Source: an optimization exercise on an open RTL-to-GDS flow (aim: small area and a short achievable clock period). Production flows keep margins and buffers that such runs may drop. No run shown here included a check of the RTL's function; only the layout flow was run. No activity file was given, so power comes from the tool's default toggle rates.

==> flow/design.v, too long to show whole: its modules and the start of the top module <==
// module worley_field_pipe: 4018 lines
// module wl_fa: 10 lines
// module wl_ha: 9 lines
module worley_field_pipe #(
  parameter int NUM_PTS    = 4,
  parameter int COORD_W    = 10,
  parameter int H_ACTIVE   = 640,
  parameter int V_ACTIVE   = 480,
  parameter int DIST_SHIFT = 8,
  parameter int OUT_W      = 8
) (
  input  logic               clk,
  input  logic               rst_n,
  input  logic               frame_start,
  input  logic               pix_valid,
  input  logic [COORD_W-1:0] x,
  input  logic [COORD_W-1:0] y,
  output logic               noise_valid,
  output logic [OUT_W-1:0]   noise,
  output logic [2:0]         cell_id,
  output logic               busy
);
  // ...
==> flow/run.sh <==
#!/bin/bash
# synth_recipe.tcl (not shown) runs the flow's synth.tcl, then flattens the netlist and writes it again
# the make line also repeats each setting of config.mk as NAME=value (left out here)
make -C /OpenROAD-flow-scripts/flow DESIGN_CONFIG=/design/flow/config.mk WORK_HOME=/design/flow/orfs CLKGATE_MAP_FILE= SYNTH_SCRIPT=/design/flow/synth_recipe.tcl finish
==> flow/config.mk <==
export PLATFORM = sky130hd
export DESIGN_NAME = worley_field_pipe
export DESIGN_NICKNAME = worley_field_pipe
export VERILOG_FILES = /design/flow/design.v
export SDC_FILE = /design/flow/constraint.sdc
export NUM_CORES = 4
export LEC_CHECK = 0
export CAP_MARGIN = 20
export CORE_MARGIN = 2
export CORE_UTILIZATION = 50
export CTS_CLUSTER_DIAMETER = 100
export CTS_CLUSTER_SIZE = 30
export SETUP_SLACK_MARGIN = 5.0
export SLEW_MARGIN = 20
export SYNTH_HIERARCHICAL = 1
export SYNTH_MINIMUM_KEEP_SIZE = 0
==> flow/constraint.sdc <==
create_clock -name core_clock -period 8.0 [get_ports {clk}]
set_input_delay 1.6000 -clock core_clock [delete_from_list [all_inputs] [get_ports {clk}]]
set_output_delay 1.6000 -clock core_clock [all_outputs]
set_load 0.01 [all_outputs]
==> key figures, run 1 <==
Cells and area
  • # clk buffers: 19
  • Final Core Density: 57.2%
  • Non-clock buffers, area share: 3.62%
  • Seq/total area: 27.1%
  • Nonclk inv count: 159
  • Nets: 3,275
  • Area delta synth->final: 12.5%
  • Register area: 8370 sq um

Clock tree
  • CTS H-tree lvls: 1
  • Deepest clock path buffer count: 3
  • CTS root buf: clkbuf_16

Drt
  • M1 WL: 31,000 um
  • Via-per-instance ratio: 5.44
  • Met2 wire length: 30,800 um
  • Max Used Layer: met4

Worst hold path
  • Worst Hold Path EP: vld[2]$_SDFF_PN0_
  • Worst Min Path Start: vld[1]$_SDFF_PN0_

Yosys
  • Syn Area/Cell: 10.6 sq um
  • Ys Warns: 9

GRT
  • Largest net degree at the start of global routing: 46
  • GRT Overall Usage: 23.6%
  • GR Util met1: 33.3%
  • Grt total ovfl: 0

Floorplanning
  • I/O pins: 37
  • Die Wd: 238 um

Placement
  • Dpl cells: 3,301

Timing
  • Clk_skew: 0.0343 ns
  • Final setup fails: 0
  • Setup_tns: 0 ns
  • Post-route setup slack: 4.99 ns

Status
  • Status: finished clean

Worst setup path
  • Launching point of the worst reg2reg path: ax2[6]$_DFF_P_
  • Worst setup EP type: flop
  • Worst Path Buf+Inv: 0

Power
  • Seq. pwr: 0.00341 W
  • Lkg Pwr: 13.4 nW
==> run 2: changes to the inputs <==
--- a/flow/design.v
+++ b/flow/design.v
@@ -291,4 +291,8 @@
   logic sx0_62;
   logic sx0_63;
+  logic sx0_64;
+  logic sx0_65;
+  logic sx0_66;
+  logic sx0_67;
   assign sx0_0 = px[0][0] ^ xs[0];
   assign sx0_1 = px[0][0] & xs[0];
@@ -324,55 +328,43 @@
   assign sx0_31 = sx0_19 | (sx0_18 & sx0_17);
   assign sx0_32 = sx0_18 & sx0_16;
-  assign sx0_33 = sx0_25 | (sx0_26 & sx0_23);
-  assign sx0_34 = sx0_26 & sx0_24;
-  assign sx0_35 = sx0_29 | (sx0_30 & sx0_27);
-  assign sx0_36 = sx0_30 & sx0_28;
-  assign sx0_37 = sx0_35 | (sx0_36 & sx0_33);
-  assign sx0_38 = sx0_36 & sx0_34;
-  assign sx0_39 = sx0_27 | (sx0_28 & sx0_33);
-  assign sx0_40 = sx0_28 & sx0_34;
-  assign sx0_41 = sx0_31 | (sx0_32 & sx0_37);
-  assign sx0_42 = sx0_32 & sx0_38;
-  assign sx0_43 = sx0_5 | (sx0_4 & sx0_23);
-  assign sx0_44 = sx0_4 & sx0_24;
-  assign sx0_45 = sx0_9 | (sx0_8 & sx0_33);
-  assign sx0_46 = sx0_8 & sx0_34;
-  assign sx0_47 = sx0_13 | (sx0_12 & sx0_39);
-  assign sx0_48 = sx0_12 & sx0_40;
-  assign sx0_49 = sx0_17 | (sx0_16 & sx0_37);
-  assign sx0_50 = sx0_16 & sx0_38;
-  assign sx0_51 = sx0_21 | (sx0_20 & sx0_41);
-  assign sx0_52 = sx0_20 & sx0_42;
-  assign sx0_53 = sx0_0 ^ 1'b1;
-  assign sx0_54 = sx0_2 ^ sx0_22;
-  assign sx0_55 = sx0_4 ^ sx0_23;
-  assign sx0_56 = sx0_6 ^ sx0_43;
-  assign sx0_57 = sx0_8 ^ sx0_33;
-  assign sx0_58 = sx0_10 ^ sx0_45;
-  assign sx0_59 = sx0_12 ^ sx0_39;
-  assign sx0_60 = sx0_14 ^ sx0_47;
-  assign sx0_61 = sx0_16 ^ sx0_37;
-  assign sx0_62 = sx0_18 ^ sx0_49;
-  assign sx0_63 = sx0_20 ^ sx0_41;
+  assign sx0_33 = sx0_5 | (sx0_4 & sx0_23);
+  assign sx0_34 = sx0_4 & sx0_24;
+  assign sx0_35 = sx0_25 | (sx0_26 & sx0_23);
+  assign sx0_36 = sx0_26 & sx0_24;
+  assign sx0_37 = sx0_13 | (sx0_12 & sx0_27);
+  assign sx0_38 = sx0_12 & sx0_28;
+  assign sx0_39 = sx0_29 | (sx0_30 & sx0_27);
+  assign sx0_40 = sx0_30 & sx0_28;
+  assign sx0_41 = sx0_21 | (sx0_20 & sx0_31);
+  assign sx0_42 = sx0_20 & sx0_32;
+  assign sx0_43 = sx0_9 | (sx0_8 & sx0_35);
+  assign sx0_44 = sx0_8 & sx0_36;
+  assign sx0_45 = sx0_27 | (sx0_28 & sx0_35);
+  assign sx0_46 = sx0_28 & sx0_36;
+  assign sx0_47 = sx0_37 | (sx0_38 & sx0_35);
+  assign sx0_48 = sx0_38 & sx0_36;
+  assign sx0_49 = sx0_39 | (sx0_40 & sx0_35);
+  assign sx0_50 = sx0_40 & sx0_36;
+  assign sx0_51 = sx0_17 | (sx0_16 & sx0_49);
+  assign sx0_52 = sx0_16 & sx0_50;
+  assign sx0_53 = sx0_31 | (sx0_32 & sx0_49);
+  assign sx0_54 = sx0_32 & sx0_50;
+  assign sx0_55 = sx0_41 | (sx0_42 & sx0_49);
+  assign sx0_56 = sx0_42 & sx0_50;
+  assign sx0_57 = sx0_0 ^ 1'b1;
+  assign sx0_58 = sx0_2 ^ sx0_22;
+  assign sx0_59 = sx0_4 ^ sx0_23;
+  assign sx0_60 = sx0_6 ^ sx0_33;
+  assign sx0_61 = sx0_8 ^ sx0_35;
+  assign sx0_62 = sx0_10 ^ sx0_43;
+  assign sx0_63 = sx0_12 ^ sx0_45;
+  assign sx0_64 = sx0_14 ^ sx0_47;
+  assign sx0_65 = sx0_16 ^ sx0_49;
+  assign sx0_66 = sx0_18 ^ sx0_51;
+  assign sx0_67 = sx0_20 ^ sx0_53;
   logic [10:0] dfx0;
-  assign dfx0 = {sx0_63, sx0_62, sx0_61, sx0_60, sx0_59, sx0_58, sx0_57, sx0_56, sx0_55, sx0_54, sx0_53};
-  logic ox0_0;
-  logic ox0_1;
-  logic ox0_2;
-  logic ox0_3;
-  logic ox0_4;
-  logic ox0_5;
-  logic ox0_6;
-  logic ox0_7;
-  assign ox0_0 = dfx0[0] | dfx0[1];
-  assign ox0_1 = ox0_0 | dfx0[2];
-  assign ox0_2 = ox0_1 | dfx0[3];
-  assign ox0_3 = ox0_2 | dfx0[4];
-  assign ox0_4 = ox0_3 | dfx0[5];
-  assign ox0_5 = ox0_4 | dfx0[6];
-  assign ox0_6 = ox0_5 | dfx0[7];
-  assign ox0_7 = ox0_6 | dfx0[8];
+  assign dfx0 = {sx0_67, sx0_66, sx0_65, sx0_64, sx0_63, sx0_62, sx0_61, sx0_60, sx0_59, sx0_58, sx0_57};
   logic [9:0] aax0;
-  assign aax0 = {dfx0[9] ^ (dfx0[10] & ox0_7), dfx0[8] ^ (dfx0[10] & ox0_6), dfx0[7] ^ (dfx0[10] & ox0_5), dfx0[6] ^ (dfx0[10] & ox0_4), dfx0[5] ^ (dfx0[10] & ox0_3), dfx0[4] ^ (dfx0[10] & ox0_2), dfx0[3] ^ (dfx0[10] & ox0_1), dfx0[2] ^ (dfx0[10] & ox0_0), dfx0[1] ^ (dfx0[10] & dfx0[0]), dfx0[0]};
+  assign aax0 = {dfx0[9] ^ (dfx0[10] & ~sx0_52), dfx0[8] ^ (dfx0[10] & ~sx0_50), dfx0[7] ^ (dfx0[10] & ~sx0_48), dfx0[6] ^ (dfx0[10] & ~sx0_46), dfx0[5] ^ (dfx0[10] & ~sx0_44), dfx0[4] ^ (dfx0[10] & ~sx0_36), dfx0[3] ^ (dfx0[10] & ~sx0_34), dfx0[2] ^ (dfx0[10] & ~sx0_24), dfx0[1] ^ (dfx0[10] & ~sx0_0), dfx0[0]};
   logic sy0_0;
   logic sy0_1;
@@ -439,4 +431,8 @@
   logic sy0_62;
   logic sy0_63;
+  logic sy0_64;
+  logic sy0_65;
+  logic sy0_66;
+  logic sy0_67;
   assign sy0_0 = py[0][0] ^ ys[0];
   assign sy0_1 = py[0][0] & ys[0];
@@ -472,55 +468,43 @@
   assign sy0_31 = sy0_19 | (sy0_18 & sy0_17);
   assign sy0_32 = sy0_18 & sy0_16;
-  assign sy0_33 = sy0_25 | (sy0_26 & sy0_23);
-  assign sy0_34 = sy0_26 & sy0_24;
-  assign sy0_35 = sy0_29 | (sy0_30 & sy0_27);
-  assign sy0_36 = sy0_30 & sy0_28;
-  assign sy0_37 = sy0_35 | (sy0_36 & sy0_33);
-  assign sy0_38 = sy0_36 & sy0_34;
-  assign sy0_39 = sy0_27 | (sy0_28 & sy0_33);
-  assign sy0_40 = sy0_28 & sy0_34;
-  assign sy0_41 = sy0_31 | (sy0_32 & sy0_37);
-  assign sy0_42 = sy0_32 & sy0_38;
-  assign sy0_43 = sy0_5 | (sy0_4 & sy0_23);
-  assign sy0_44 = sy0_4 & sy0_24;
-  assign sy0_45 = sy0_9 | (sy0_8 & sy0_33);
-  assign sy0_46 = sy0_8 & sy0_34;
-  assign sy0_47 = sy0_13 | (sy0_12 & sy0_39);
-  assign sy0_48 = sy0_12 & sy0_40;
-  assign sy0_49 = sy0_17 | (sy0_16 & sy0_37);
-  assign sy0_50 = sy0_16 & sy0_38;
-  assign sy0_51 = sy0_21 | (sy0_20 & sy0_41);
-  assign sy0_52 = sy0_20 & sy0_42;
-  assign sy0_53 = sy0_0 ^ 1'b1;
-  assign sy0_54 = sy0_2 ^ sy0_22;
-  assign sy0_55 = sy0_4 ^ sy0_23;
-  assign sy0_56 = sy0_6 ^ sy0_43;
-  assign sy0_57 = sy0_8 ^ sy0_33;
-  assign sy0_58 = sy0_10 ^ sy0_45;
-  assign sy0_59 = sy0_12 ^ sy0_39;
-  assign sy0_60 = sy0_14 ^ sy0_47;
-  assign sy0_61 = sy0_16 ^ sy0_37;
-  assign sy0_62 = sy0_18 ^ sy0_49;
-  assign sy0_63 = sy0_20 ^ sy0_41;
+  assign sy0_33 = sy0_5 | (sy0_4 & sy0_23);
+  assign sy0_34 = sy0_4 & sy0_24;
+  assign sy0_35 = sy0_25 | (sy0_26 & sy0_23);
+  assign sy0_36 = sy0_26 & sy0_24;
+  assign sy0_37 = sy0_13 | (sy0_12 & sy0_27);
+  assign sy0_38 = sy0_12 & sy0_28;
+  assign sy0_39 = sy0_29 | (sy0_30 & sy0_27);
+  assign sy0_40 = sy0_30 & sy0_28;
+  assign sy0_41 = sy0_21 | (sy0_20 & sy0_31);
+  assign sy0_42 = sy0_20 & sy0_32;
+  assign sy0_43 = sy0_9 | (sy0_8 & sy0_35);
+  assign sy0_44 = sy0_8 & sy0_36;
+  assign sy0_45 = sy0_27 | (sy0_28 & sy0_35);
+  assign sy0_46 = sy0_28 & sy0_36;
+  assign sy0_47 = sy0_37 | (sy0_38 & sy0_35);
+  assign sy0_48 = sy0_38 & sy0_36;
+  assign sy0_49 = sy0_39 | (sy0_40 & sy0_35);
+  assign sy0_50 = sy0_40 & sy0_36;
+  assign sy0_51 = sy0_17 | (sy0_16 & sy0_49);
+  assign sy0_52 = sy0_16 & sy0_50;
+  assign sy0_53 = sy0_31 | (sy0_32 & sy0_49);
+  assign sy0_54 = sy0_32 & sy0_50;
+  assign sy0_55 = sy0_41 | (sy0_42 & sy0_49);
+  assign sy0_56 = sy0_42 & sy0_50;
+  assign sy0_57 = sy0_0 ^ 1'b1;
+  assign sy0_58 = sy0_2 ^ sy0_22;
+  assign sy0_59 = sy0_4 ^ sy0_23;
+  assign sy0_60 = sy0_6 ^ sy0_33;
+  assign sy0_61 = sy0_8 ^ sy0_35;
+  assign sy0_62 = sy0_10 ^ sy0_43;
+  assign sy0_63 = sy0_12 ^ sy0_45;
+  assign sy0_64 = sy0_14 ^ sy0_47;
+  assign sy0_65 = sy0_16 ^ sy0_49;
+  assign sy0_66 = sy0_18 ^ sy0_51;
+  assign sy0_67 = sy0_20 ^ sy0_53;
   logic [10:0] dfy0;
-  assign dfy0 = {sy0_63, sy0_62, sy0_61, sy0_60, sy0_59, sy0_58, sy0_57, sy0_56, sy0_55, sy0_54, sy0_53};
-  logic oy0_0;
-  logic oy0_1;
-  logic oy0_2;
-  logic oy0_3;
-  logic oy0_4;
-  logic oy0_5;
-  logic oy0_6;
-  logic oy0_7;
-  assign oy0_0 = dfy0[0] | dfy0[1];
-  assign oy0_1 = oy0_0 | dfy0[2];
-  assign oy0_2 = oy0_1 | dfy0[3];
-  assign oy0_3 = oy0_2 | dfy0[4];
-  assign oy0_4 = oy0_3 | dfy0[5];
-  assign oy0_5 = oy0_4 | dfy0[6];
-  assign oy0_6 = oy0_5 | dfy0[7];
-  assign oy0_7 = oy0_6 | dfy0[8];
+  assign dfy0 = {sy0_67, sy0_66, sy0_65, sy0_64, sy0_63, sy0_62, sy0_61, sy0_60, sy0_59, sy0_58, sy0_57};
   logic [9:0] aay0;
-  assign aay0 = {dfy0[9] ^ (dfy0[10] & oy0_7), dfy0[8] ^ (dfy0[10] & oy0_6), dfy0[7] ^ (dfy0[10] & oy0_5), dfy0[6] ^ (dfy0[10] & oy0_4), dfy0[5] ^ (dfy0[10] & oy0_3), dfy0[4] ^ (dfy0[10] & oy0_2), dfy0[3] ^ (dfy0[10] & oy0_1), dfy0[2] ^ (dfy0[10] & oy0_0), dfy0[1] ^ (dfy0[10] & dfy0[0]), dfy0[0]};
+  assign aay0 = {dfy0[9] ^ (dfy0[10] & ~sy0_52), dfy0[8] ^ (dfy0[10] & ~sy0_50), dfy0[7] ^ (dfy0[10] & ~sy0_48), dfy0[6] ^ (dfy0[10] & ~sy0_46), dfy0[5] ^ (dfy0[10] & ~sy0_44), dfy0[4] ^ (dfy0[10] & ~sy0_36), dfy0[3] ^ (dfy0[10] & ~sy0_34), dfy0[2] ^ (dfy0[10] & ~sy0_24), dfy0[1] ^ (dfy0[10] & ~sy0_0), dfy0[0]};
   logic sx1_0;
   logic sx1_1;
@@ -587,4 +571,8 @@
   logic sx1_62;
   logic sx1_63;
+  logic sx1_64;
+  logic sx1_65;
+  logic sx1_66;
+  logic sx1_67;
   assign sx1_0 = px[1][0] ^ xs[0];
   assign sx1_1 = px[1][0] & xs[0];
@@ -620,55 +608,43 @@
   assign sx1_31 = sx1_19 | (sx1_18 & sx1_17);
   assign sx1_32 = sx1_18 & sx1_16;
-  assign sx1_33 = sx1_25 | (sx1_26 & sx1_23);
-  assign sx1_34 = sx1_26 & sx1_24;
-  assign sx1_35 = sx1_29 | (sx1_30 & sx1_27);
-  assign sx1_36 = sx1_30 & sx1_28;
-  assign sx1_37 = sx1_35 | (sx1_36 & sx1_33);
-  assign sx1_38 = sx1_36 & sx1_34;
-  assign sx1_39 = sx1_27 | (sx1_28 & sx1_33);
-  assign sx1_40 = sx1_28 & sx1_34;
-  assign sx1_41 = sx1_31 | (sx1_32 & sx1_37);
-  assign sx1_42 = sx1_32 & sx1_38;
-  assign sx1_43 = sx1_5 | (sx1_4 & sx1_23);
-  assign sx1_44 = sx1_4 & sx1_24;
-  assign sx1_45 = sx1_9 | (sx1_8 & sx1_33);
-  assign sx1_46 = sx1_8 & sx1_34;
-  assign sx1_47 = sx1_13 | (sx1_12 & sx1_39);
-  assign sx1_48 = sx1_12 & sx1_40;
-  assign sx1_49 = sx1_17 | (sx1_16 & sx1_37);
-  assign sx1_50 = sx1_16 & sx1_38;
-  assign sx1_51 = sx1_21 | (sx1_20 & sx1_41);
-  assign sx1_52 = sx1_20 & sx1_42;
-  assign sx1_53 = sx1_0 ^ 1'b1;
-  assign sx1_54 = sx1_2 ^ sx1_22;
-  assign sx1_55 = sx1_4 ^ sx1_23;
-  assign sx1_56 = sx1_6 ^ sx1_43;
-  assign sx1_57 = sx1_8 ^ sx1_33;
-  assign sx1_58 = sx1_10 ^ sx1_45;
-  assign sx1_59 = sx1_12 ^ sx1_39;
-  assign sx1_60 = sx1_14 ^ sx1_47;
-  assign sx1_61 = sx1_16 ^ sx1_37;
-  assign sx1_62 = sx1_18 ^ sx1_49;
-  assign sx1_63 = sx1_20 ^ sx1_41;
+  assign sx1_33 = sx1_5 | (sx1_4 & sx1_23);
+  assign sx1_34 = sx1_4 & sx1_24;
+  assign sx1_35 = sx1_25 | (sx1_26 & sx1_23);
+  assign sx1_36 = sx1_26 & sx1_24;
+  assign sx1_37 = sx1_13 | (sx1_12 & sx1_27);
+  assign sx1_38 = sx1_12 & sx1_28;
+  assign sx1_39 = sx1_29 | (sx1_30 & sx1_27);
+  assign sx1_40 = sx1_30 & sx1_28;
+  assign sx1_41 = sx1_21 | (sx1_20 & sx1_31);
+  assign sx1_42 = sx1_20 & sx1_32;
+  assign sx1_43 = sx1_9 | (sx1_8 & sx1_35);
+  assign sx1_44 = sx1_8 & sx1_36;
+  assign sx1_45 = sx1_27 | (sx1_28 & sx1_35);
+  assign sx1_46 = sx1_28 & sx1_36;
+  assign sx1_47 = sx1_37 | (sx1_38 & sx1_35);
+  assign sx1_48 = sx1_38 & sx1_36;
+  assign sx1_49 = sx1_39 | (sx1_40 & sx1_35);
+  assign sx1_50 = sx1_40 & sx1_36;
+  assign sx1_51 = sx1_17 | (sx1_16 & sx1_49);
+  assign sx1_52 = sx1_16 & sx1_50;
+  assign sx1_53 = sx1_31 | (sx1_32 & sx1_49);
+  assign sx1_54 = sx1_32 & sx1_50;
+  assign sx1_55 = sx1_41 | (sx1_42 & sx1_49);
+  assign sx1_56 = sx1_42 & sx1_50;
+  assign sx1_57 = sx1_0 ^ 1'b1;
+  assign sx1_58 = sx1_2 ^ sx1_22;
+  assign sx1_59 = sx1_4 ^ sx1_23;
+  assign sx1_60 = sx1_6 ^ sx1_33;
+  assign sx1_61 = sx1_8 ^ sx1_35;
+  assign sx1_62 = sx1_10 ^ sx1_43;
+  assign sx1_63 = sx1_12 ^ sx1_45;
+  assign sx1_64 = sx1_14 ^ sx1_47;
+  assign sx1_65 = sx1_16 ^ sx1_49;
+  assign sx1_66 = sx1_18 ^ sx1_51;
+  assign sx1_67 = sx1_20 ^ sx1_53;
   logic [10:0] dfx1;
-  assign dfx1 = {sx1_63, sx1_62, sx1_61, sx1_60, sx1_59, sx1_58, sx1_57, sx1_56, sx1_55, sx1_54, sx1_53};
-  logic ox1_0;
-  logic ox1_1;
-  logic ox1_2;
-  logic ox1_3;
-  logic ox1_4;
-  logic ox1_5;
-  logic ox1_6;
-  logic ox1_7;
-  assign ox1_0 = dfx1[0] | dfx1[1];
-  assign ox1_1 = ox1_0 | dfx1[2];
-  assign ox1_2 = ox1_1 | dfx1[3];
-  assign ox1_3 = ox1_2 | dfx1[4];
-  assign ox1_4 = ox1_3 | dfx1[5];
-  assign ox1_5 = ox1_4 | dfx1[6];
-  assign ox1_6 = ox1_5 | dfx1[7];
-  assign ox1_7 = ox1_6 | dfx1[8];
+  assign dfx1 = {sx1_67, sx1_66, sx1_65, sx1_64, sx1_63, sx1_62, sx1_61, sx1_60, sx1_59, sx1_58, sx1_57};
   logic [9:0] aax1;
-  assign aax1 = {dfx1[9] ^ (dfx1[10] & ox1_7), dfx1[8] ^ (dfx1[10] & ox1_6), dfx1[7] ^ (dfx1[10] & ox1_5), dfx1[6] ^ (dfx1[10] & ox1_4), dfx1[5] ^ (dfx1[10] & ox1_3), dfx1[4] ^ (dfx1[10] & ox1_2), dfx1[3] ^ (dfx1[10] & ox1_1), dfx1[2] ^ (dfx1[10] & ox1_0), dfx1[1] ^ (dfx1[10] & dfx1[0]), dfx1[0]};
+  assign aax1 = {dfx1[9] ^ (dfx1[10] & ~sx1_52), dfx1[8] ^ (dfx1[10] & ~sx1_50), dfx1[7] ^ (dfx1[10] & ~sx1_48), dfx1[6] ^ (dfx1[10] & ~sx1_46), dfx1[5] ^ (dfx1[10] & ~sx1_44), dfx1[4] ^ (dfx1[10] & ~sx1_36), dfx1[3] ^ (dfx1[10] & ~sx1_34), dfx1[2] ^ (dfx1[10] & ~sx1_24), dfx1[1] ^ (dfx1[10] & ~sx1_0), dfx1[0]};
   logic sy1_0;
   logic sy1_1;
@@ -735,4 +711,8 @@
   logic sy1_62;
   logic sy1_63;
+  logic sy1_64;
+  logic sy1_65;
+  logic sy1_66;
+  logic sy1_67;
   assign sy1_0 = py[1][0] ^ ys[0];
   assign sy1_1 = py[1][0] & ys[0];
@@ -768,55 +748,43 @@
   assign sy1_31 = sy1_19 | (sy1_18 & sy1_17);
   assign sy1_32 = sy1_18 & sy1_16;
-  assign sy1_33 = sy1_25 | (sy1_26 & sy1_23);
-  assign sy1_34 = sy1_26 & sy1_24;
-  assign sy1_35 = sy1_29 | (sy1_30 & sy1_27);
-  assign sy1_36 = sy1_30 & sy1_28;
-  assign sy1_37 = sy1_35 | (sy1_36 & sy1_33);
-  assign sy1_38 = sy1_36 & sy1_34;
-  assign sy1_39 = sy1_27 | (sy1_28 & sy1_33);
-  assign sy1_40 = sy1_28 & sy1_34;
-  assign sy1_41 = sy1_31 | (sy1_32 & sy1_37);
-  assign sy1_42 = sy1_32 & sy1_38;
-  assign sy1_43 = sy1_5 | (sy1_4 & sy1_23);
-  assign sy1_44 = sy1_4 & sy1_24;
-  assign sy1_45 = sy1_9 | (sy1_8 & sy1_33);
-  assign sy1_46 = sy1_8 & sy1_34;
-  assign sy1_47 = sy1_13 | (sy1_12 & sy1_39);
-  assign sy1_48 = sy1_12 & sy1_40;
-  assign sy1_49 = sy1_17 | (sy1_16 & sy1_37);
-  assign sy1_50 = sy1_16 & sy1_38;
-  assign sy1_51 = sy1_21 | (sy1_20 & sy1_41);
-  assign sy1_52 = sy1_20 & sy1_42;
-  assign sy1_53 = sy1_0 ^ 1'b1;
-  assign sy1_54 = sy1_2 ^ sy1_22;
-  assign sy1_55 = sy1_4 ^ sy1_23;
-  assign sy1_56 = sy1_6 ^ sy1_43;
-  assign sy1_57 = sy1_8 ^ sy1_33;
-  assign sy1_58 = sy1_10 ^ sy1_45;
-  assign sy1_59 = sy1_12 ^ sy1_39;
-  assign sy1_60 = sy1_14 ^ sy1_47;
-  assign sy1_61 = sy1_16 ^ sy1_37;
-  assign sy1_62 = sy1_18 ^ sy1_49;
-  assign sy1_63 = sy1_20 ^ sy1_41;
+  assign sy1_33 = sy1_5 | (sy1_4 & sy1_23);
+  assign sy1_34 = sy1_4 & sy1_24;
+  assign sy1_35 = sy1_25 | (sy1_26 & sy1_23);
+  assign sy1_36 = sy1_26 & sy1_24;
+  assign sy1_37 = sy1_13 | (sy1_12 & sy1_27);
+  assign sy1_38 = sy1_12 & sy1_28;
+  assign sy1_39 = sy1_29 | (sy1_30 & sy1_27);
+  assign sy1_40 = sy1_30 & sy1_28;
+  assign sy1_41 = sy1_21 | (sy1_20 & sy1_31);
+  assign sy1_42 = sy1_20 & sy1_32;
+  assign sy1_43 = sy1_9 | (sy1_8 & sy1_35);
+  assign sy1_44 = sy1_8 & sy1_36;
+  assign sy1_45 = sy1_27 | (sy1_28 & sy1_35);
+  assign sy1_46 = sy1_28 & sy1_36;
+  assign sy1_47 = sy1_37 | (sy1_38 & sy1_35);
+  assign sy1_48 = sy1_38 & sy1_36;
+  assign sy1_49 = sy1_39 | (sy1_40 & sy1_35);
+  assign sy1_50 = sy1_40 & sy1_36;
+  assign sy1_51 = sy1_17 | (sy1_16 & sy1_49);
+  assign sy1_52 = sy1_16 & sy1_50;
+  assign sy1_53 = sy1_31 | (sy1_32 & sy1_49);
+  assign sy1_54 = sy1_32 & sy1_50;
+  assign sy1_55 = sy1_41 | (sy1_42 & sy1_49);
+  assign sy1_56 = sy1_42 & sy1_50;
+  assign sy1_57 = sy1_0 ^ 1'b1;
+  assign sy1_58 = sy1_2 ^ sy1_22;
+  assign sy1_59 = sy1_4 ^ sy1_23;
+  assign sy1_60 = sy1_6 ^ sy1_33;
+  assign sy1_61 = sy1_8 ^ sy1_35;
+  assign sy1_62 = sy1_10 ^ sy1_43;
+  assign sy1_63 = sy1_12 ^ sy1_45;
+  assign sy1_64 = sy1_14 ^ sy1_47;
+  assign sy1_65 = sy1_16 ^ sy1_49;
+  assign sy1_66 = sy1_18 ^ sy1_51;
+  assign sy1_67 = sy1_20 ^ sy1_53;
   logic [10:0] dfy1;
-  assign dfy1 = {sy1_63, sy1_62, sy1_61, sy1_60, sy1_59, sy1_58, sy1_57, sy1_56, sy1_55, sy1_54, sy1_53};
-  logic oy1_0;
-  logic oy1_1;
-  logic oy1_2;
-  logic oy1_3;
-  logic oy1_4;
-  logic oy1_5;
-  logic oy1_6;
-  logic oy1_7;
-  assign oy1_0 = dfy1[0] | dfy1[1];
-  assign oy1_1 = oy1_0 | dfy1[2];
-  assign oy1_2 = oy1_1 | dfy1[3];
-  assign oy1_3 = oy1_2 | dfy1[4];
-  assign oy1_4 = oy1_3 | dfy1[5];
-  assign oy1_5 = oy1_4 | dfy1[6];
-  assign oy1_6 = oy1_5 | dfy1[7];
-  assign oy1_7 = oy1_6 | dfy1[8];
+  assign dfy1 = {sy1_67, sy1_66, sy1_65, sy1_64, sy1_63, sy1_62, sy1_61, sy1_60, sy1_59, sy1_58, sy1_57};
   logic [9:0] aay1;
-  assign aay1 = {dfy1[9] ^ (dfy1[10] & oy1_7), dfy1[8] ^ (dfy1[10] & oy1_6), dfy1[7] ^ (dfy1[10] & oy1_5), dfy1[6] ^ (dfy1[10] & oy1_4), dfy1[5] ^ (dfy1[10] & oy1_3), dfy1[4] ^ (dfy1[10] & oy1_2), dfy1[3] ^ (dfy1[10] & oy1_1), dfy1[2] ^ (dfy1[10] & oy1_0), dfy1[1] ^ (dfy1[10] & dfy1[0]), dfy1[0]};
+  assign aay1 = {dfy1[9] ^ (dfy1[10] & ~sy1_52), dfy1[8] ^ (dfy1[10] & ~sy1_50), dfy1[7] ^ (dfy1[10] & ~sy1_48), dfy1[6] ^ (dfy1[10] & ~sy1_46), dfy1[5] ^ (dfy1[10] & ~sy1_44), dfy1[4] ^ (dfy1[10] & ~sy1_36), dfy1[3] ^ (dfy1[10] & ~sy1_34), dfy1[2] ^ (dfy1[10] & ~sy1_24), dfy1[1] ^ (dfy1[10] & ~sy1_0), dfy1[0]};
   logic sx2_0;
   logic sx2_1;
@@ -883,4 +851,8 @@
   logic sx2_62;
   logic sx2_63;
+  logic sx2_64;
+  logic sx2_65;
+  logic sx2_66;
+  logic sx2_67;
   assign sx2_0 = px[2][0] ^ xs[0];
   assign sx2_1 = px[2][0] & xs[0];
@@ -916,55 +888,43 @@
   assign sx2_31 = sx2_19 | (sx2_18 & sx2_17);
   assign sx2_32 = sx2_18 & sx2_16;
-  assign sx2_33 = sx2_25 | (sx2_26 & sx2_23);
-  assign sx2_34 = sx2_26 & sx2_24;
-  assign sx2_35 = sx2_29 | (sx2_30 & sx2_27);
-  assign sx2_36 = sx2_30 & sx2_28;
-  assign sx2_37 = sx2_35 | (sx2_36 & sx2_33);
-  assign sx2_38 = sx2_36 & sx2_34;
-  assign sx2_39 = sx2_27 | (sx2_28 & sx2_33);
-  assign sx2_40 = sx2_28 & sx2_34;
-  assign sx2_41 = sx2_31 | (sx2_32 & sx2_37);
-  assign sx2_42 = sx2_32 & sx2_38;
-  assign sx2_43 = sx2_5 | (sx2_4 & sx2_23);
-  assign sx2_44 = sx2_4 & sx2_24;
-  assign sx2_45 = sx2_9 | (sx2_8 & sx2_33);
-  assign sx2_46 = sx2_8 & sx2_34;
-  assign sx2_47 = sx2_13 | (sx2_12 & sx2_39);
-  assign sx2_48 = sx2_12 & sx2_40;
-  assign sx2_49 = sx2_17 | (sx2_16 & sx2_37);
-  assign sx2_50 = sx2_16 & sx2_38;
-  assign sx2_51 = sx2_21 | (sx2_20 & sx2_41);
-  assign sx2_52 = sx2_20 & sx2_42;
-  assign sx2_53 = sx2_0 ^ 1'b1;
-  assign sx2_54 = sx2_2 ^ sx2_22;
-  assign sx2_55 = sx2_4 ^ sx2_23;
-  assign sx2_56 = sx2_6 ^ sx2_43;
-  assign sx2_57 = sx2_8 ^ sx2_33;
-  assign sx2_58 = sx2_10 ^ sx2_45;
-  assign sx2_59 = sx2_12 ^ sx2_39;
-  assign sx2_60 = sx2_14 ^ sx2_47;
-  assign sx2_61 = sx2_16 ^ sx2_37;
-  assign sx2_62 = sx2_18 ^ sx2_49;
-  assign sx2_63 = sx2_20 ^ sx2_41;
+  assign sx2_33 = sx2_5 | (sx2_4 & sx2_23);
+  assign sx2_34 = sx2_4 & sx2_24;
+  assign sx2_35 = sx2_25 | (sx2_26 & sx2_23);
+  assign sx2_36 = sx2_26 & sx2_24;
+  assign sx2_37 = sx2_13 | (sx2_12 & sx2_27);
+  assign sx2_38 = sx2_12 & sx2_28;
+  assign sx2_39 = sx2_29 | (sx2_30 & sx2_27);
+  assign sx2_40 = sx2_30 & sx2_28;
+  assign sx2_41 = sx2_21 | (sx2_20 & sx2_31);
+  assign sx2_42 = sx2_20 & sx2_32;
+  assign sx2_43 = sx2_9 | (sx2_8 & sx2_35);
+  assign sx2_44 = sx2_8 & sx2_36;
+  assign sx2_45 = sx2_27 | (sx2_28 & sx2_35);
+  assign sx2_46 = sx2_28 & sx2_36;
+  assign sx2_47 = sx2_37 | (sx2_38 & sx2_35);
+  assign sx2_48 = sx2_38 & sx2_36;
+  assign sx2_49 = sx2_39 | (sx2_40 & sx2_35);
+  assign sx2_50 = sx2_40 & sx2_36;
+  assign sx2_51 = sx2_17 | (sx2_16 & sx2_49);
+  assign sx2_52 = sx2_16 & sx2_50;
+  assign sx2_53 = sx2_31 | (sx2_32 & sx2_49);
+  assign sx2_54 = sx2_32 & sx2_50;
+  assign sx2_55 = sx2_41 | (sx2_42 & sx2_49);
+  assign sx2_56 = sx2_42 & sx2_50;
+  assign sx2_57 = sx2_0 ^ 1'b1;
+  assign sx2_58 = sx2_2 ^ sx2_22;
+  assign sx2_59 = sx2_4 ^ sx2_23;
+  assign sx2_60 = sx2_6 ^ sx2_33;
+  assign sx2_61 = sx2_8 ^ sx2_35;
+  assign sx2_62 = sx2_10 ^ sx2_43;
+  assign sx2_63 = sx2_12 ^ sx2_45;
+  assign sx2_64 = sx2_14 ^ sx2_47;
+  assign sx2_65 = sx2_16 ^ sx2_49;
+  assign sx2_66 = sx2_18 ^ sx2_51;
+  assign sx2_67 = sx2_20 ^ sx2_53;
   logic [10:0] dfx2;
-  assign dfx2 = {sx2_63, sx2_62, sx2_61, sx2_60, sx2_59, sx2_58, sx2_57, sx2_56, sx2_55, sx2_54, sx2_53};
-  logic ox2_0;
-  logic ox2_1;
-  logic ox2_2;
-  logic ox2_3;
-  logic ox2_4;
-  logic ox2_5;
-  logic ox2_6;
-  logic ox2_7;
-  assign ox2_0 = dfx2[0] | dfx2[1];
-  assign ox2_1 = ox2_0 | dfx2[2];
-  assign ox2_2 = ox2_1 | dfx2[3];
-  assign ox2_3 = ox2_2 | dfx2[4];
-  assign ox2_4 = ox2_3 | dfx2[5];
-  assign ox2_5 = ox2_4 | dfx2[6];
-  assign ox2_6 = ox2_5 | dfx2[7];
-  assign ox2_7 = ox2_6 | dfx2[8];
+  assign dfx2 = {sx2_67, sx2_66, sx2_65, sx2_64, sx2_63, sx2_62, sx2_61, sx2_60, sx2_59, sx2_58, sx2_57};
   logic [9:0] aax2;
-  assign aax2 = {dfx2[9] ^ (dfx2[10] & ox2_7), dfx2[8] ^ (dfx2[10] & ox2_6), dfx2[7] ^ (dfx2[10] & ox2_5), dfx2[6] ^ (dfx2[10] & ox2_4), dfx2[5] ^ (dfx2[10] & ox2_3), dfx2[4] ^ (dfx2[10] & ox2_2), dfx2[3] ^ (dfx2[10] & ox2_1), dfx2[2] ^ (dfx2[10] & ox2_0), dfx2[1] ^ (dfx2[10] & dfx2[0]), dfx2[0]};
+  assign aax2 = {dfx2[9] ^ (dfx2[10] & ~sx2_52), dfx2[8] ^ (dfx2[10] & ~sx2_50), dfx2[7] ^ (dfx2[10] & ~sx2_48), dfx2[6] ^ (dfx2[10] & ~sx2_46), dfx2[5] ^ (dfx2[10] & ~sx2_44), dfx2[4] ^ (dfx2[10] & ~sx2_36), dfx2[3] ^ (dfx2[10] & ~sx2_34), dfx2[2] ^ (dfx2[10] & ~sx2_24), dfx2[1] ^ (dfx2[10] & ~sx2_0), dfx2[0]};
   logic sy2_0;
   logic sy2_1;
@@ -1031,4 +991,8 @@
   logic sy2_62;
   logic sy2_63;
+  logic sy2_64;
+  logic sy2_65;
+  logic sy2_66;
+  logic sy2_67;
   assign sy2_0 = py[2][0] ^ ys[0];
   assign sy2_1 = py[2][0] & ys[0];
@@ -1064,55 +1028,43 @@
   assign sy2_31 = sy2_19 | (sy2_18 & sy2_17);
   assign sy2_32 = sy2_18 & sy2_16;
-  assign sy2_33 = sy2_25 | (sy2_26 & sy2_23);
-  assign sy2_34 = sy2_26 & sy2_24;
-  assign sy2_35 = sy2_29 | (sy2_30 & sy2_27);
-  assign sy2_36 = sy2_30 & sy2_28;
-  assign sy2_37 = sy2_35 | (sy2_36 & sy2_33);
-  assign sy2_38 = sy2_36 & sy2_34;
-  assign sy2_39 = sy2_27 | (sy2_28 & sy2_33);
-  assign sy2_40 = sy2_28 & sy2_34;
-  assign sy2_41 = sy2_31 | (sy2_32 & sy2_37);
-  assign sy2_42 = sy2_32 & sy2_38;
-  assign sy2_43 = sy2_5 | (sy2_4 & sy2_23);
-  assign sy2_44 = sy2_4 & sy2_24;
-  assign sy2_45 = sy2_9 | (sy2_8 & sy2_33);
-  assign sy2_46 = sy2_8 & sy2_34;
-  assign sy2_47 = sy2_13 | (sy2_12 & sy2_39);
-  assign sy2_48 = sy2_12 & sy2_40;
-  assign sy2_49 = sy2_17 | (sy2_16 & sy2_37);
-  assign sy2_50 = sy2_16 & sy2_38;
-  assign sy2_51 = sy2_21 | (sy2_20 & sy2_41);
-  assign sy2_52 = sy2_20 & sy2_42;
-  assign sy2_53 = sy2_0 ^ 1'b1;
-  assign sy2_54 = sy2_2 ^ sy2_22;
-  assign sy2_55 = sy2_4 ^ sy2_23;
-  assign sy2_56 = sy2_6 ^ sy2_43;
-  assign sy2_57 = sy2_8 ^ sy2_33;
-  assign sy2_58 = sy2_10 ^ sy2_45;
-  assign sy2_59 = sy2_12 ^ sy2_39;
-  assign sy2_60 = sy2_14 ^ sy2_47;
-  assign sy2_61 = sy2_16 ^ sy2_37;
-  assign sy2_62 = sy2_18 ^ sy2_49;
-  assign sy2_63 = sy2_20 ^ sy2_41;
+  assign sy2_33 = sy2_5 | (sy2_4 & sy2_23);
+  assign sy2_34 = sy2_4 & sy2_24;
+  assign sy2_35 = sy2_25 | (sy2_26 & sy2_23);
+  assign sy2_36 = sy2_26 & sy2_24;
+  assign sy2_37 = sy2_13 | (sy2_12 & sy2_27);
+  assign sy2_38 = sy2_12 & sy2_28;
+  assign sy2_39 = sy2_29 | (sy2_30 & sy2_27);
+  assign sy2_40 = sy2_30 & sy2_28;
+  assign sy2_41 = sy2_21 | (sy2_20 & sy2_31);
+  assign sy2_42 = sy2_20 & sy2_32;
+  assign sy2_43 = sy2_9 | (sy2_8 & sy2_35);
+  assign sy2_44 = sy2_8 & sy2_36;
+  assign sy2_45 = sy2_27 | (sy2_28 & sy2_35);
+  assign sy2_46 = sy2_28 & sy2_36;
+  assign sy2_47 = sy2_37 | (sy2_38 & sy2_35);
+  assign sy2_48 = sy2_38 & sy2_36;
+  assign sy2_49 = sy2_39 | (sy2_40 & sy2_35);
+  assign sy2_50 = sy2_40 & sy2_36;
+  assign sy2_51 = sy2_17 | (sy2_16 & sy2_49);
+  assign sy2_52 = sy2_16 & sy2_50;
+  assign sy2_53 = sy2_31 | (sy2_32 & sy2_49);
+  assign sy2_54 = sy2_32 & sy2_50;
+  assign sy2_55 = sy2_41 | (sy2_42 & sy2_49);
+  assign sy2_56 = sy2_42 & sy2_50;
+  assign sy2_57 = sy2_0 ^ 1'b1;
+  assign sy2_58 = sy2_2 ^ sy2_22;
+  assign sy2_59 = sy2_4 ^ sy2_23;
+  assign sy2_60 = sy2_6 ^ sy2_33;
+  assign sy2_61 = sy2_8 ^ sy2_35;
+  assign sy2_62 = sy2_10 ^ sy2_43;
+  assign sy2_63 = sy2_12 ^ sy2_45;
+  assign sy2_64 = sy2_14 ^ sy2_47;
+  assign sy2_65 = sy2_16 ^ sy2_49;
+  assign sy2_66 = sy2_18 ^ sy2_51;
+  assign sy2_67 = sy2_20 ^ sy2_53;
   logic [10:0] dfy2;
-  assign dfy2 = {sy2_63, sy2_62, sy2_61, sy2_60, sy2_59, sy2_58, sy2_57, sy2_56, sy2_55, sy2_54, sy2_53};
-  logic oy2_0;
-  logic oy2_1;
-  logic oy2_2;
-  logic oy2_3;
-  logic oy2_4;
-  logic oy2_5;
-  logic oy2_6;
-  logic oy2_7;
-  assign oy2_0 = dfy2[0] | dfy2[1];
-  assign oy2_1 = oy2_0 | dfy2[2];
-  assign oy2_2 = oy2_1 | dfy2[3];
-  assign oy2_3 = oy2_2 | dfy2[4];
-  assign oy2_4 = oy2_3 | dfy2[5];
-  assign oy2_5 = oy2_4 | dfy2[6];
-  assign oy2_6 = oy2_5 | dfy2[7];
-  assign oy2_7 = oy2_6 | dfy2[8];
+  assign dfy2 = {sy2_67, sy2_66, sy2_65, sy2_64, sy2_63, sy2_62, sy2_61, sy2_60, sy2_59, sy2_58, sy2_57};
   logic [9:0] aay2;
-  assign aay2 = {dfy2[9] ^ (dfy2[10] & oy2_7), dfy2[8] ^ (dfy2[10] & oy2_6), dfy2[7] ^ (dfy2[10] & oy2_5), dfy2[6] ^ (dfy2[10] & oy2_4), dfy2[5] ^ (dfy2[10] & oy2_3), dfy2[4] ^ (dfy2[10] & oy2_2), dfy2[3] ^ (dfy2[10] & oy2_1), dfy2[2] ^ (dfy2[10] & oy2_0), dfy2[1] ^ (dfy2[10] & dfy2[0]), dfy2[0]};
+  assign aay2 = {dfy2[9] ^ (dfy2[10] & ~sy2_52), dfy2[8] ^ (dfy2[10] & ~sy2_50), dfy2[7] ^ (dfy2[10] & ~sy2_48), dfy2[6] ^ (dfy2[10] & ~sy2_46), dfy2[5] ^ (dfy2[10] & ~sy2_44), dfy2[4] ^ (dfy2[10] & ~sy2_36), dfy2[3] ^ (dfy2[10] & ~sy2_34), dfy2[2] ^ (dfy2[10] & ~sy2_24), dfy2[1] ^ (dfy2[10] & ~sy2_0), dfy2[0]};
   logic sx3_0;
   logic sx3_1;
@@ -1179,4 +1131,8 @@
   logic sx3_62;
   logic sx3_63;
+  logic sx3_64;
+  logic sx3_65;
+  logic sx3_66;
+  logic sx3_67;
   assign sx3_0 = px[3][0] ^ xs[0];
   assign sx3_1 = px[3][0] & xs[0];
@@ -1212,55 +1168,43 @@
   assign sx3_31 = sx3_19 | (sx3_18 & sx3_17);
   assign sx3_32 = sx3_18 & sx3_16;
-  assign sx3_33 = sx3_25 | (sx3_26 & sx3_23);
-  assign sx3_34 = sx3_26 & sx3_24;
-  assign sx3_35 = sx3_29 | (sx3_30 & sx3_27);
-  assign sx3_36 = sx3_30 & sx3_28;
-  assign sx3_37 = sx3_35 | (sx3_36 & sx3_33);
-  assign sx3_38 = sx3_36 & sx3_34;
-  assign sx3_39 = sx3_27 | (sx3_28 & sx3_33);
-  assign sx3_40 = sx3_28 & sx3_34;
-  assign sx3_41 = sx3_31 | (sx3_32 & sx3_37);
-  assign sx3_42 = sx3_32 & sx3_38;
-  assign sx3_43 = sx3_5 | (sx3_4 & sx3_23);
-  assign sx3_44 = sx3_4 & sx3_24;
-  assign sx3_45 = sx3_9 | (sx3_8 & sx3_33);
-  assign sx3_46 = sx3_8 & sx3_34;
-  assign sx3_47 = sx3_13 | (sx3_12 & sx3_39);
-  assign sx3_48 = sx3_12 & sx3_40;
-  assign sx3_49 = sx3_17 | (sx3_16 & sx3_37);
-  assign sx3_50 = sx3_16 & sx3_38;
-  assign sx3_51 = sx3_21 | (sx3_20 & sx3_41);
-  assign sx3_52 = sx3_20 & sx3_42;
-  assign sx3_53 = sx3_0 ^ 1'b1;
-  assign sx3_54 = sx3_2 ^ sx3_22;
-  assign sx3_55 = sx3_4 ^ sx3_23;
-  assign sx3_56 = sx3_6 ^ sx3_43;
-  assign sx3_57 = sx3_8 ^ sx3_33;
-  assign sx3_58 = sx3_10 ^ sx3_45;
-  assign sx3_59 = sx3_12 ^ sx3_39;
-  assign sx3_60 = sx3_14 ^ sx3_47;
-  assign sx3_61 = sx3_16 ^ sx3_37;
-  assign sx3_62 = sx3_18 ^ sx3_49;
-  assign sx3_63 = sx3_20 ^ sx3_41;
+  assign sx3_33 = sx3_5 | (sx3_4 & sx3_23);
+  assign sx3_34 = sx3_4 & sx3_24;
+  assign sx3_35 = sx3_25 | (sx3_26 & sx3_23);
+  assign sx3_36 = sx3_26 & sx3_24;
+  assign sx3_37 = sx3_13 | (sx3_12 & sx3_27);
+  assign sx3_38 = sx3_12 & sx3_28;
+  assign sx3_39 = sx3_29 | (sx3_30 & sx3_27);
+  assign sx3_40 = sx3_30 & sx3_28;
+  assign sx3_41 = sx3_21 | (sx3_20 & sx3_31);
+  assign sx3_42 = sx3_20 & sx3_32;
+  assign sx3_43 = sx3_9 | (sx3_8 & sx3_35);
+  assign sx3_44 = sx3_8 & sx3_36;
+  assign sx3_45 = sx3_27 | (sx3_28 & sx3_35);
+  assign sx3_46 = sx3_28 & sx3_36;
+  assign sx3_47 = sx3_37 | (sx3_38 & sx3_35);
+  assign sx3_48 = sx3_38 & sx3_36;
+  assign sx3_49 = sx3_39 | (sx3_40 & sx3_35);
+  assign sx3_50 = sx3_40 & sx3_36;
+  assign sx3_51 = sx3_17 | (sx3_16 & sx3_49);
+  assign sx3_52 = sx3_16 & sx3_50;
+  assign sx3_53 = sx3_31 | (sx3_32 & sx3_49);
+  assign sx3_54 = sx3_32 & sx3_50;
+  assign sx3_55 = sx3_41 | (sx3_42 & sx3_49);
+  assign sx3_56 = sx3_42 & sx3_50;
+  assign sx3_57 = sx3_0 ^ 1'b1;
+  assign sx3_58 = sx3_2 ^ sx3_22;
+  assign sx3_59 = sx3_4 ^ sx3_23;
+  assign sx3_60 = sx3_6 ^ sx3_33;
+  assign sx3_61 = sx3_8 ^ sx3_35;
+  assign sx3_62 = sx3_10 ^ sx3_43;
+  assign sx3_63 = sx3_12 ^ sx3_45;
+  assign sx3_64 = sx3_14 ^ sx3_47;
+  assign sx3_65 = sx3_16 ^ sx3_49;
+  assign sx3_66 = sx3_18 ^ sx3_51;
+  assign sx3_67 = sx3_20 ^ sx3_53;
   logic [10:0] dfx3;
-  assign dfx3 = {sx3_63, sx3_62, sx3_61, sx3_60, sx3_59, sx3_58, sx3_57, sx3_56, sx3_55, sx3_54, sx3_53};
-  logic ox3_0;
-  logic ox3_1;
-  logic ox3_2;
-  logic ox3_3;
-  logic ox3_4;
-  logic ox3_5;
-  logic ox3_6;
-  logic ox3_7;
-  assign ox3_0 = dfx3[0] | dfx3[1];
-  assign ox3_1 = ox3_0 | dfx3[2];
-  assign ox3_2 = ox3_1 | dfx3[3];
-  assign ox3_3 = ox3_2 | dfx3[4];
-  assign ox3_4 = ox3_3 | dfx3[5];
-  assign ox3_5 = ox3_4 | dfx3[6];
-  assign ox3_6 = ox3_5 | dfx3[7];
-  assign ox3_7 = ox3_6 | dfx3[8];
+  assign dfx3 = {sx3_67, sx3_66, sx3_65, sx3_64, sx3_63, sx3_62, sx3_61, sx3_60, sx3_59, sx3_58, sx3_57};
   logic [9:0] aax3;
-  assign aax3 = {dfx3[9] ^ (dfx3[10] & ox3_7), dfx3[8] ^ (dfx3[10] & ox3_6), dfx3[7] ^ (dfx3[10] & ox3_5), dfx3[6] ^ (dfx3[10] & ox3_4), dfx3[5] ^ (dfx3[10] & ox3_3), dfx3[4] ^ (dfx3[10] & ox3_2), dfx3[3] ^ (dfx3[10] & ox3_1), dfx3[2] ^ (dfx3[10] & ox3_0), dfx3[1] ^ (dfx3[10] & dfx3[0]), dfx3[0]};
+  assign aax3 = {dfx3[9] ^ (dfx3[10] & ~sx3_52), dfx3[8] ^ (dfx3[10] & ~sx3_50), dfx3[7] ^ (dfx3[10] & ~sx3_48), dfx3[6] ^ (dfx3[10] & ~sx3_46), dfx3[5] ^ (dfx3[10] & ~sx3_44), dfx3[4] ^ (dfx3[10] & ~sx3_36), dfx3[3] ^ (dfx3[10] & ~sx3_34), dfx3[2] ^ (dfx3[10] & ~sx3_24), dfx3[1] ^ (dfx3[10] & ~sx3_0), dfx3[0]};
   logic sy3_0;
   logic sy3_1;
@@ -1327,4 +1271,8 @@
   logic sy3_62;
   logic sy3_63;
+  logic sy3_64;
+  logic sy3_65;
+  logic sy3_66;
+  logic sy3_67;
   assign sy3_0 = py[3][0] ^ ys[0];
   assign sy3_1 = py[3][0] & ys[0];
@@ -1360,55 +1308,43 @@
   assign sy3_31 = sy3_19 | (sy3_18 & sy3_17);
   assign sy3_32 = sy3_18 & sy3_16;
-  assign sy3_33 = sy3_25 | (sy3_26 & sy3_23);
-  assign sy3_34 = sy3_26 & sy3_24;
-  assign sy3_35 = sy3_29 | (sy3_30 & sy3_27);
-  assign sy3_36 = sy3_30 & sy3_28;
-  assign sy3_37 = sy3_35 | (sy3_36 & sy3_33);
-  assign sy3_38 = sy3_36 & sy3_34;
-  assign sy3_39 = sy3_27 | (sy3_28 & sy3_33);
-  assign sy3_40 = sy3_28 & sy3_34;
-  assign sy3_41 = sy3_31 | (sy3_32 & sy3_37);
-  assign sy3_42 = sy3_32 & sy3_38;
-  assign sy3_43 = sy3_5 | (sy3_4 & sy3_23);
-  assign sy3_44 = sy3_4 & sy3_24;
-  assign sy3_45 = sy3_9 | (sy3_8 & sy3_33);
-  assign sy3_46 = sy3_8 & sy3_34;
-  assign sy3_47 = sy3_13 | (sy3_12 & sy3_39);
-  assign sy3_48 = sy3_12 & sy3_40;
-  assign sy3_49 = sy3_17 | (sy3_16 & sy3_37);
-  assign sy3_50 = sy3_16 & sy3_38;
-  assign sy3_51 = sy3_21 | (sy3_20 & sy3_41);
-  assign sy3_52 = sy3_20 & sy3_42;
-  assign sy3_53 = sy3_0 ^ 1'b1;
-  assign sy3_54 = sy3_2 ^ sy3_22;
-  assign sy3_55 = sy3_4 ^ sy3_23;
-  assign sy3_56 = sy3_6 ^ sy3_43;
-  assign sy3_57 = sy3_8 ^ sy3_33;
-  assign sy3_58 = sy3_10 ^ sy3_45;
-  assign sy3_59 = sy3_12 ^ sy3_39;
-  assign sy3_60 = sy3_14 ^ sy3_47;
-  assign sy3_61 = sy3_16 ^ sy3_37;
-  assign sy3_62 = sy3_18 ^ sy3_49;
-  assign sy3_63 = sy3_20 ^ sy3_41;
+  assign sy3_33 = sy3_5 | (sy3_4 & sy3_23);
+  assign sy3_34 = sy3_4 & sy3_24;
+  assign sy3_35 = sy3_25 | (sy3_26 & sy3_23);
+  assign sy3_36 = sy3_26 & sy3_24;
+  assign sy3_37 = sy3_13 | (sy3_12 & sy3_27);
+  assign sy3_38 = sy3_12 & sy3_28;
+  assign sy3_39 = sy3_29 | (sy3_30 & sy3_27);
+  assign sy3_40 = sy3_30 & sy3_28;
+  assign sy3_41 = sy3_21 | (sy3_20 & sy3_31);
+  assign sy3_42 = sy3_20 & sy3_32;
+  assign sy3_43 = sy3_9 | (sy3_8 & sy3_35);
+  assign sy3_44 = sy3_8 & sy3_36;
+  assign sy3_45 = sy3_27 | (sy3_28 & sy3_35);
+  assign sy3_46 = sy3_28 & sy3_36;
+  assign sy3_47 = sy3_37 | (sy3_38 & sy3_35);
+  assign sy3_48 = sy3_38 & sy3_36;
+  assign sy3_49 = sy3_39 | (sy3_40 & sy3_35);
+  assign sy3_50 = sy3_40 & sy3_36;
+  assign sy3_51 = sy3_17 | (sy3_16 & sy3_49);
+  assign sy3_52 = sy3_16 & sy3_50;
+  assign sy3_53 = sy3_31 | (sy3_32 & sy3_49);
+  assign sy3_54 = sy3_32 & sy3_50;
+  assign sy3_55 = sy3_41 | (sy3_42 & sy3_49);
+  assign sy3_56 = sy3_42 & sy3_50;
+  assign sy3_57 = sy3_0 ^ 1'b1;
+  assign sy3_58 = sy3_2 ^ sy3_22;
+  assign sy3_59 = sy3_4 ^ sy3_23;
+  assign sy3_60 = sy3_6 ^ sy3_33;
+  assign sy3_61 = sy3_8 ^ sy3_35;
+  assign sy3_62 = sy3_10 ^ sy3_43;
+  assign sy3_63 = sy3_12 ^ sy3_45;
+  assign sy3_64 = sy3_14 ^ sy3_47;
+  assign sy3_65 = sy3_16 ^ sy3_49;
+  assign sy3_66 = sy3_18 ^ sy3_51;
+  assign sy3_67 = sy3_20 ^ sy3_53;
   logic [10:0] dfy3;
-  assign dfy3 = {sy3_63, sy3_62, sy3_61, sy3_60, sy3_59, sy3_58, sy3_57, sy3_56, sy3_55, sy3_54, sy3_53};
-  logic oy3_0;
-  logic oy3_1;
-  logic oy3_2;
-  logic oy3_3;
-  logic oy3_4;
-  logic oy3_5;
-  logic oy3_6;
-  logic oy3_7;
-  assign oy3_0 = dfy3[0] | dfy3[1];
-  assign oy3_1 = oy3_0 | dfy3[2];
-  assign oy3_2 = oy3_1 | dfy3[3];
-  assign oy3_3 = oy3_2 | dfy3[4];
-  assign oy3_4 = oy3_3 | dfy3[5];
-  assign oy3_5 = oy3_4 | dfy3[6];
-  assign oy3_6 = oy3_5 | dfy3[7];
-  assign oy3_7 = oy3_6 | dfy3[8];
+  assign dfy3 = {sy3_67, sy3_66, sy3_65, sy3_64, sy3_63, sy3_62, sy3_61, sy3_60, sy3_59, sy3_58, sy3_57};
   logic [9:0] aay3;
-  assign aay3 = {dfy3[9] ^ (dfy3[10] & oy3_7), dfy3[8] ^ (dfy3[10] & oy3_6), dfy3[7] ^ (dfy3[10] & oy3_5), dfy3[6] ^ (dfy3[10] & oy3_4), dfy3[5] ^ (dfy3[10] & oy3_3), dfy3[4] ^ (dfy3[10] & oy3_2), dfy3[3] ^ (dfy3[10] & oy3_1), dfy3[2] ^ (dfy3[10] & oy3_0), dfy3[1] ^ (dfy3[10] & dfy3[0]), dfy3[0]};
+  assign aay3 = {dfy3[9] ^ (dfy3[10] & ~sy3_52), dfy3[8] ^ (dfy3[10] & ~sy3_50), dfy3[7] ^ (dfy3[10] & ~sy3_48), dfy3[6] ^ (dfy3[10] & ~sy3_46), dfy3[5] ^ (dfy3[10] & ~sy3_44), dfy3[4] ^ (dfy3[10] & ~sy3_36), dfy3[3] ^ (dfy3[10] & ~sy3_34), dfy3[2] ^ (dfy3[10] & ~sy3_24), dfy3[1] ^ (dfy3[10] & ~sy3_0), dfy3[0]};
   logic [9:0] ax0;
   always_ff @(posedge clk) ax0 <= aax0;
--- a/flow/config.mk
+++ b/flow/config.mk
@@ -9,6 +9,4 @@
 export CORE_MARGIN = 2
 export CORE_UTILIZATION = 50
-export CTS_CLUSTER_DIAMETER = 100
-export CTS_CLUSTER_SIZE = 30
 export SETUP_SLACK_MARGIN = 5.0
 export SLEW_MARGIN = 20
==> run 2 against run 1 <==
Compared with the run above: sequential share of layout area fell by 1.1 points; synthesized area is 1.1% higher; critical path depth increased by 1; die area increased by 1.0%; register-to-register slack about the same; non-clock buffer count up 5; setup slack got worse by 0.013 ns; via count rose by 3.7%; highest routed layer is now met5.
==> key figures, run 2 <==
Worst setup path
  • CP Launch Type: flop (unchanged)
  • CP Launch Point: ay0[2]$_DFF_P_ (was ax2[6]$_DFF_P_)
  • CP required: 8.46 ns (was 8.43 ns)
  • CP Max Fanout: 9 (was 6)
  • Worst setup EP type: flop (unchanged)
  • Launching point of the worst reg2reg path: ay0[2]$_DFF_P_ (was ax2[6]$_DFF_P_)
  • Crit Path Category: flop to flop (unchanged)
  • Critical path arrival: 3.48 ns (was 3.44 ns)

Yosys
  • Cell count after synthesis: 2,679 (was 2,598)
  • Post-synthesis mux area share: 0.149% (was 0.146%)
  • Simple-gate share of the synthesized area: 17.6% (was 16.6%)
  • Ys async rst share: 0% (unchanged)
  • Most frequent cells after synthesis: dfxtp_1 (402), and2_1 (369), fa_1 (352) (was dfxtp_1 (402), and2_1 (377), fa_1 (360))
  • Compound-Gate Fraction of Synth Area: 9.79% (was 9.57%)
  • Sequential fraction of the synthesis area: 29.0% (was 29.3%)
  • Largest family of logic cells by synthesized area: adder cells (unchanged)
  • Syn Area/Cell: 10.4 sq um (was 10.6 sq um)
  • Number of synthesized flops with an enable pin: 0 (unchanged)
  • Synth Area in Adders: 34.5% (was 35.0%)
  • Area contributors post-synth: dfxtp_1 (29%), fa_1 (25%), and2_1 (8.3%) (was dfxtp_1 (29%), fa_1 (26%), and2_1 (8.6%))
  • Cell with the most instances after synthesis: dfxtp_1 (unchanged)
  • Area leader, netlist: dfxtp_1 (unchanged)
  • Syn Std Cell Area: 27,800 sq um (was 27,500 sq um)
  • #FFs+latches synth: 402 (unchanged)
  • Post-Synth XOR/XNOR Area: 6.37% (was 6.73%)
  • Top-area cell type share of the netlist area: 29.0% (was 29.3%)
  • Synthesized Nets: 3,227 (was 3,146)
  • Ys Warns: 9 (unchanged)
  • Main synth FF type: dfxtp_1 (unchanged)
  • Netlist cell types: 75 (was 73)

Status
  • Status: finished clean (unchanged)

Run
  • Max-Cap Viols: 0 (unchanged)

GRT
  • Largest net degree at the start of global routing: 46 (unchanged)
  • Grt total ovfl: 0 (unchanged)
  • Antenna violations before repair: 3 (was 0)
  • First-pass GRT wire length: 109,000 um (was 105,000 um)
  • GRT Overall Usage: 24.4% (was 23.6%)
  • Vias in the first global route: 20,181 (was 19,136)

Cells and area
  • Commonest cells after routing, fill and taps aside: and2_1 (361), dfxtp_1 (310), fa_1 (288) (was and2_1 (370), dfxtp_1 (303), fa_1 (297))
  • Max reg flops: 40 (unchanged)
  • N_diodes: 0 (unchanged)
  • Area occupied by multi-input gates: 19,500 sq um (was 19,400 sq um)
  • Share of cells above drive strength 1: 15.3% (was 14.8%)
  • Area delta synth->final: 15.8% (was 12.5%)
  • Register area: 8350 sq um (was 8370 sq um)
  • Commonest non-fill, non-tap cell in the layout: and2_1 (unchanged)
  • Top Registers: px: 40 flops, py: 36 flops (unchanged)
  • Fillers: 4,644 (was 4,635)
  • Non-filler instance count after layout: 3,618 (was 3,430)
  • Nets: 3,386 (was 3,275)
  • Largest Register: px (unchanged)

Floorplanning
  • Core ar.: 55,000 sq um (was 54,000 sq um)
  • # rows: 86 (was 85)
  • Die Ht: 240 um (was 238 um)
  • I/O pins: 37 (unchanged)
  • Die Wd: 240 um (was 238 um)
  • Die area: 57,400 sq um (was 56,800 sq um)
  • Starting Density: 50.5% (was 50.8%)

Clock tree
  • CTS H-tree lvls: 2 (was 1)
  • TritonCTS Buffers: 46 (was 19)
  • CTS tree: yes (unchanged)
  • CTS root buf: clkbuf_16 (unchanged)
  • CTS sink count: 402 (unchanged)
  • CTS clk-pin slew, worst paths: 0.06 ns (was 0.12 ns)
  • Worst-skew pair later-pin latency: 0.58 ns (was 0.56 ns)
  • Deepest clock path buffer count: 3 (unchanged)

Power
  • Worst VDD drop: 197 uV (was 218 uV)
  • Lkg Pwr: 14.0 nW (was 13.4 nW)
  • PD cells: 351 nW/um^2 (was 354 nW/um^2)

Placement
  • Pre-CTS setup slack: 4.44 ns (was 4.67 ns)
  • Detailed Place HPWL: 52,000 um (was 51,800 um)
  • Gpl congestion: 0.892 (was 0.873)
  • IO buf count: 35 (unchanged)
  • Dpl cells: 3,433 (was 3,301)

Timing
  • Minimum clock period: 3.02 ns (was 3.01 ns)
  • Tcrit/Tclk final: 37.8% (was 37.6%)
  • Pins Over Slew Limit: 0 (unchanged)
  • Post-route setup slack: 4.98 ns (was 4.99 ns)
  • Clk_skew: 0.0123 ns (was 0.0343 ns)
  • Final-report hold violation count: 0 (unchanged)
  • Slew headroom: 30.5% (was 52.3%)
  • Final setup fails: 0 (unchanged)
  • Fmax: 331 MHz (was 332 MHz)
  • Unrepaired setup endpoints after global routing: true (unchanged)
  • Slew @ Worst Pin: 1.04 ns (was 0.715 ns)
  • Setup_tns: 0 ns (unchanged)

Drt
  • Via-per-instance ratio: 5.35 (was 5.44)
  • ANT nets after route: 0 (unchanged)
  • Final wirelength: 67,900 um (was 66,800 um)
  • Avg WL per Cell: 18.8 um (was 19.5 um)
  • Vias: 19,361 (was 18,671)
  • DRT Pass-1 Iters: 5 (was 6)
  • Initial DRC count: 1,164 (was 1,135)
  • Residual DRC: 0 (unchanged)

Worst hold path
  • Worst Min Path Start: vld[1]$_SDFF_PN0_ (unchanged)
  • Worst hold path type: flop to flop (unchanged)
[run 2: kinds of logic (layout without fill, tap and decap cells)]
logic type / after synthesis / count (layout)
muxes: 4 / 4
and+or+nand+nor: 906 / 906
buffers and inverters: 189 / 380
AOI/OAI and AO/OA: 414 / 414
adders and majority gates: 561 / 561
DFF: 402 / 402
xor gates and xnor gates: 202 / 202
other: 1 / 1
[run 2: Yosys stat by module (local to each module, per instance)]
module | area [sq um] | flops+latches | copies in the design | cells inside
wl_fa | 20.0 | 0 | 300 | 1
worley_field_pipe | 21200 | 402 | 1 | 2335
wl_ha | 12.5 | 0 | 44 | 1
[run 2: cell type report]
class / instances / area share [%]
clock buffer: 65 / 4.09
tap: 748 / 2.91
multi-input combinational: 2088 / 60.8
clock inverter: 15 / 0.821
inverter: 156 / 1.84
timing repair buffer: 144 / 3.62
sequential: 402 / 26.0
[run 2: where the power goes]
part	switching [W]	internal, W
clock network	0.000860	0.00136
registers	0.000611	0.00274
logic	0.00304	0.00268
total	0.00451	0.00679
[run 2: critical path: stages (launching register included)]
cell     delay (ns)
dfxtp_4        0.36
buf_4          0.17
and2_1         0.16
fa_1           0.38
fa_1           0.47
fa_2           0.37
fa_1           0.57
fa_1           0.43
[run 2: worst paths after layout]
kind | to | slack [ns] | cells past startpoint
worst max-delay path | ra0[7]$_DFF_P_ | 4.98 | 7
worst min-delay path | vld[2]$_SDFF_PN0_ | 0.44 | 1
worst max register to register | ra0[7]$_DFF_P_ | 4.98 | 7
worst min register to register | vld[2]$_SDFF_PN0_ | 0.44 | 1
[run 2: timing repair]
item,CTS,global route
gates cloned,0,0
gates resized for setup,232,109
buffers inserted,60,45
hold buffers,0,0
endpoints found under the setup margin,83,72
pin swaps,48,77
[run 2: per-stage QoR]
| stage | instance area, sq um | total power, W | hold slack (ns) | util [%] |
|---|---|---|---|---|
| after floorplan | 27800 | 0.00700 | 0.412 | - |
| after global placement | 29000 | 0.00877 | 0.426 | 52.7 |
| after detailed placement | 29000 | 0.00887 | 0.422 | 52.7 |
| after CTS | 31500 | 0.0113 | 0.444 | 57.3 |
| after global routing | 32200 | 0.0123 | 0.457 | 58.5 |
| final | 32200 | 0.0113 | 0.440 | 58.5 |
[run 2: routing by layer]
metal,up-vias,GRT usage [%],part of all wire [%]
li1,9279,-,-
met1,9547,32.2,45
met2,394,39.7,46
met3,139,3.57,4.1
met4,2,11.1,4.2
met5,-,0,0.018

[static timing again, ports no longer ideal]
In the flow no input, the clock included, has a driving cell. The finished layouts below were timed again as built, in two steps.
Step 1 sets driving cells, clkbuf_16 on the clock port and buf_2 on the other inputs (assumed; they add their load-dependent delay and slew).
Step 2 moves the port delays by t, midway between the first and last clock arrival at a register: inputs arrive t later, outputs are due t later. That takes back most of the time a late clock gives input paths.
Slacks: ideal ports / drivers / drivers and shift; pairs: ideal ports / drivers.
run	t (ns)	setup slack, ns	hold WS [ns]	slew at the worst register clock pin (ns)	pins driven straight from the clock port
run 1	0.606	4.989 / 4.989 / 4.815	0.446 / 0.446 / 0.446	0.12 / 0.12	1
run 2	0.637	4.976 / 4.976 / 4.811	0.440 / 0.440 / 0.440	0.07 / 0.07	1
After both steps setup and hold are still met in every run listed. The setup slack of run 1, which loses most, moves by 0.000 ns with the drivers and by -0.174 ns with both steps.
